This design comes from an exercise in tuning for a short achievable clock period and few clock cycles per item on the open sky130 flow, not from production work. RTL that was checked went through simulation tests only; none was proved equivalent to the original. Power and IR drop assume default switching activity.

// rip_relative_displacement_relocator_unit
module rip_relative_displacement_relocator_unit #(
    parameter int POSITION_BITS = 26
) (
    input  logic               i_clk,
    input  logic               i_rst_n,
    input  logic               i_in_valid,
    output logic               i_in_ready,
    input  logic [7:0]         i_in_byte,
    input  logic               i_in_last,
    output logic               o_out_valid,
    input  logic               o_out_ready,
    output logic [7:0]         o_out_byte,
    output logic               o_out_last,
    input  logic               i_cfg_valid,
    output logic               i_cfg_ready,
    input  logic [7:0]         i_cfg_index,
    input  logic [31:0]        i_cfg_value
);
Size in the first run: roughly 2800 cells after synthesis, ~66 I/O pins, roughly 0.031 sq mm of cells after synthesis.
Settings: LEC_CHECK=0, ABC_CLOCK_PERIOD_IN_PS=2000, CAP_MARGIN=20, CORE_MARGIN=2, CORE_UTILIZATION=60, CTS_CLUSTER_DIAMETER=500, CTS_CLUSTER_SIZE=20, SETUP_SLACK_MARGIN=4.2, SLEW_MARGIN=20; clock period 6.3 ns.
run.sh (not shown) runs the stock make flow with config.mk's settings and CLKGATE_MAP_FILE= SYNTH_SCRIPT=/design/flow/synth_recipe.tcl, a recipe that flattens the netlist after the stock synthesis.
Testbench counts at the start, summed over its fixed seeds: cycles 34,977, bytes 34,913.
Edit:
--- a/flow/design.v
+++ b/flow/design.v
@@ -440,44 +440,42 @@
     end
     logic [8:0] r_fe [OD];           
     logic [3:0] r_wp, r_rp;
     logic       wen;
     logic [8:0] wdata;
     logic       pop;
     logic [3:0] wp_next, rp_inc;
     logic [8:0] head_keep, head_take;
     logic       ne_keep, ne_take;
     logic       r_out_valid;
-    logic       shown;
     logic [8:0] r_out;
     assign wen       = r_dv[1];
     assign wdata     = {r_dl[1], fix_byte};
-    assign shown     = (r_wp != r_rp);
-    assign pop       = shown & o_out_ready;
+    assign pop       = r_out_valid & o_out_ready;
     assign wp_next   = r_wp + {3'd0, wen};
     assign rp_inc    = r_rp + 4'd1;
     assign head_keep = (wen && r_wp[2:0] == r_rp[2:0])  ? wdata : r_fe[r_rp[2:0]];
-    assign head_take = !shown ? head_keep :
+    assign head_take = !r_out_valid ? head_keep :
                        (wen && r_wp[2:0] == rp_inc[2:0]) ? wdata : r_fe[rp_inc[2:0]];
     assign ne_keep   = (wp_next != r_rp);
-    assign ne_take   = shown ? (wp_next != rp_inc) : ne_keep;
+    assign ne_take   = r_out_valid ? (wp_next != rp_inc) : ne_keep;
     always_ff @(posedge i_clk) begin
         if (wen) begin
             r_fe[r_wp[2:0]] <= wdata;
         end
         if (!r_run) begin
             r_wp  <= '0;
             r_rp  <= '0;
             r_pop <= 1'b0;
         end else begin
             r_wp  <= wp_next;
-            r_rp  <= (o_out_ready && shown) ? rp_inc : r_rp;
+            r_rp  <= (o_out_ready && r_out_valid) ? rp_inc : r_rp;
             r_pop <= pop;
         end
     end
     always_ff @(posedge i_clk) begin
         if (!r_run) begin
             r_credit <= 4'(OD);
         end else begin
             r_credit <= r_credit - {3'd0, rel} + {3'd0, r_pop};
         end
     end
Effect: Power went down by 0.81%. Clock-buffer cell count stays the same. Worst setup slack gets better by 0.0045 ns. Sequential power stays flat. Wire length came out higher by about 2.7%. Register-to-register slack barely changes. Non-clock buffer count goes up by 15. Synthesized area stays flat. Die area stays flat. Clock power is about the same. Final area rises by 0.63%. Hold slack gets better by 0.0033 ns.
Testbench counts after the change, summed over its fixed seeds: cycles 34,977, bytes 34,913.

---

Another version of the RTL of rip_relative_displacement_relocator_unit (not shown whole).
For scale: about 2,900 cells after synthesis, roughly 680 flip-flops.
// rip_relative_displacement_relocator_unit
module rip_relative_displacement_relocator_unit #(
    parameter int POSITION_BITS = 26
) (
    input  logic               i_clk,
    input  logic               i_rst_n,
    input  logic               i_in_valid,
    output logic               i_in_ready,
    input  logic [7:0]         i_in_byte,
    input  logic               i_in_last,
    output logic               o_out_valid,
    input  logic               o_out_ready,
    output logic [7:0]         o_out_byte,
    output logic               o_out_last,
    input  logic               i_cfg_valid,
    output logic               i_cfg_ready,
    input  logic [7:0]         i_cfg_index,
    input  logic [31:0]        i_cfg_value
);
    localparam int LD = rrdr_pkg::LINE_DEPTH;
    localparam int OD = rrdr_pkg::OUT_DEPTH;
    logic r_run;           
    always_ff @(posedge i_clk) begin
        r_run <= i_rst_n;
    end
    logic [7:0]  r_opc_first;
    logic [7:0]  r_opc_second;
    logic [7:0]  r_opc_third;
    logic        r_two_byte;
    logic [31:0] r_load_base;
    logic [31:0] r_win_start;
    logic [26:0] r_win_len;
    logic [31:0] r_dest_start;
    logic [31:0] r_off_base;
    logic [31:0] disp_base;
    logic        r_cfg_valid;
    logic [7:0]  r_cfg_index;
    logic [31:0] r_cfg_value;
    assign i_cfg_ready = 1'b1;
    always_ff @(posedge i_clk) begin
  ...
export LEC_CHECK = 0
export ABC_CLOCK_PERIOD_IN_PS = 2000
export CAP_MARGIN = 20
export CORE_MARGIN = 2
export CORE_UTILIZATION = 40
export SETUP_SLACK_MARGIN = 4.0
export SLEW_MARGIN = 20
create_clock -name core_clock -period 6.3 [get_ports {i_clk}]
Next try:
--- a/flow/design.v
+++ b/flow/design.v
@@ -434,59 +434,60 @@
         if (r_hit) begin
             if (r_dt[1][0]) fix_byte = r_patch[7:0];
             if (r_dt[1][1]) fix_byte = r_patch[15:8];
             if (r_dt[1][2]) fix_byte = r_patch[23:16];
             if (r_dt[1][3]) fix_byte = r_patch[31:24];
         end
     end
-    logic [8:0] r_fe [OD];           
+    logic [7:0] r_fb [OD];
+    logic       r_fl [OD];
     logic [3:0] r_wp, r_rp;
-    logic       wen;
-    logic [8:0] wdata;
+    logic       fifo_ne;
     logic       pop;
-    logic [3:0] wp_next, rp_inc;
-    logic [8:0] head_keep, head_take;
-    logic       ne_keep, ne_take;
+    logic [7:0] head_byte;
+    logic       head_last;
     logic       r_out_valid;
-    logic [8:0] r_out;
-    assign wen       = r_dv[1];
-    assign wdata     = {r_dl[1], fix_byte};
-    assign pop       = r_out_valid & o_out_ready;
-    assign wp_next   = r_wp + {3'd0, wen};
-    assign rp_inc    = r_rp + 4'd1;
-    assign head_keep = (wen && r_wp[2:0] == r_rp[2:0])  ? wdata : r_fe[r_rp[2:0]];
-    assign head_take = (wen && r_wp[2:0] == rp_inc[2:0]) ? wdata : r_fe[rp_inc[2:0]];
-    assign ne_keep   = (wp_next != r_rp);
-    assign ne_take   = (wp_next != rp_inc);
+    logic [7:0] r_out_byte;
+    logic       r_out_last;
+    assign fifo_ne   = (r_wp != r_rp);
+    assign head_byte = r_fb[r_rp[2:0]];
+    assign head_last = r_fl[r_rp[2:0]];
+    assign pop       = fifo_ne & (o_out_ready | ~r_out_valid);
     always_ff @(posedge i_clk) begin
-        if (wen) begin
-            r_fe[r_wp[2:0]] <= wdata;
+        if (r_dv[1]) begin
+            r_fb[r_wp[2:0]] <= fix_byte;
+            r_fl[r_wp[2:0]] <= r_dl[1];
         end
         if (!r_run) begin
-            r_wp  <= '0;
-            r_rp  <= '0;
+            r_wp <= '0;
+            r_rp <= '0;
             r_pop <= 1'b0;
         end else begin
-            r_wp  <= wp_next;
-            r_rp  <= pop ? rp_inc : r_rp;
+            r_wp <= r_wp + {3'd0, r_dv[1]};
+            r_rp <= r_rp + {3'd0, pop};
             r_pop <= pop;
         end
     end
     always_ff @(posedge i_clk) begin
         if (!r_run) begin
             r_credit <= 4'(OD);
         end else begin
             r_credit <= r_credit - {3'd0, rel} + {3'd0, r_pop};
         end
     end
     always_ff @(posedge i_clk) begin
         if (!i_rst_n || !r_run) begin
             r_out_valid <= 1'b0;
+        end else if (o_out_ready) begin
+            r_out_valid <= fifo_ne;
         end else begin
-            r_out_valid <= pop ? ne_take : ne_keep;
+            r_out_valid <= r_out_valid | fifo_ne;
+        end
+        if (o_out_ready || !r_out_valid) begin
+            r_out_byte <= head_byte;
+            r_out_last <= head_last;
         end
-        r_out <= pop ? head_take : head_keep;
     end
     assign o_out_valid = r_out_valid;
-    assign o_out_byte  = r_out[7:0];
-    assign o_out_last  = r_out[8];
+    assign o_out_byte  = r_out_byte;
+    assign o_out_last  = r_out_last;
 endmodule
The changed run went through all stages and came out clean.
Via count is lower by 4.3%.
Hold slack improves by 0.0071 ns.
Clock skew went up by 0.0035 ns.
Cell area is lower by about 3.5%.
Area after synthesis drops by 2.3%.
Sequential share of layout area is higher by 1.6 points.
Testbench counts after the change, summed over its fixed seeds: cycles 34,985, bytes 34,913.
The RTL of the first run of this note was laid out without a check of its function.

==> static timing again, ports no longer ideal <==
The results above use ideal ports. As a check the final layouts listed here were re-extracted and re-timed, cells and wires unchanged.
Step 1, drivers: a clkbuf_16 drives i_clk and a buf_2 each remaining input, both assumed.
Step 2, shift: input delay + t, output delay - t, t = (earliest + latest rising clock arrival at the registers) / 2. This alone moves slack from input paths to output paths.
a / b / c = ideal / step 1 / step 2; a / b = the first two.
run	shift t [ns]	setup WS [ns]	worst hold slack (ns)	cell pins on the clock port's net
the first run of note 1	0.635	3.997 / 3.938 / 3.703	0.327 / 0.327 / 0.327	1
the second run of note 1	0.643	4.002 / 3.939 / 3.705	0.331 / 0.331 / 0.331	1
the first run of note 2	0.673	3.965 / 3.900 / 3.372	0.316 / 0.316 / 0.316	1
the second run of note 2	0.669	3.936 / 3.866 / 3.562	0.324 / 0.324 / 0.324	1
After both steps every run listed still meets setup and hold. For the first run of note 2, which loses most, drivers alone change the setup slack by -0.065 ns; drivers and shift together by -0.593 ns.
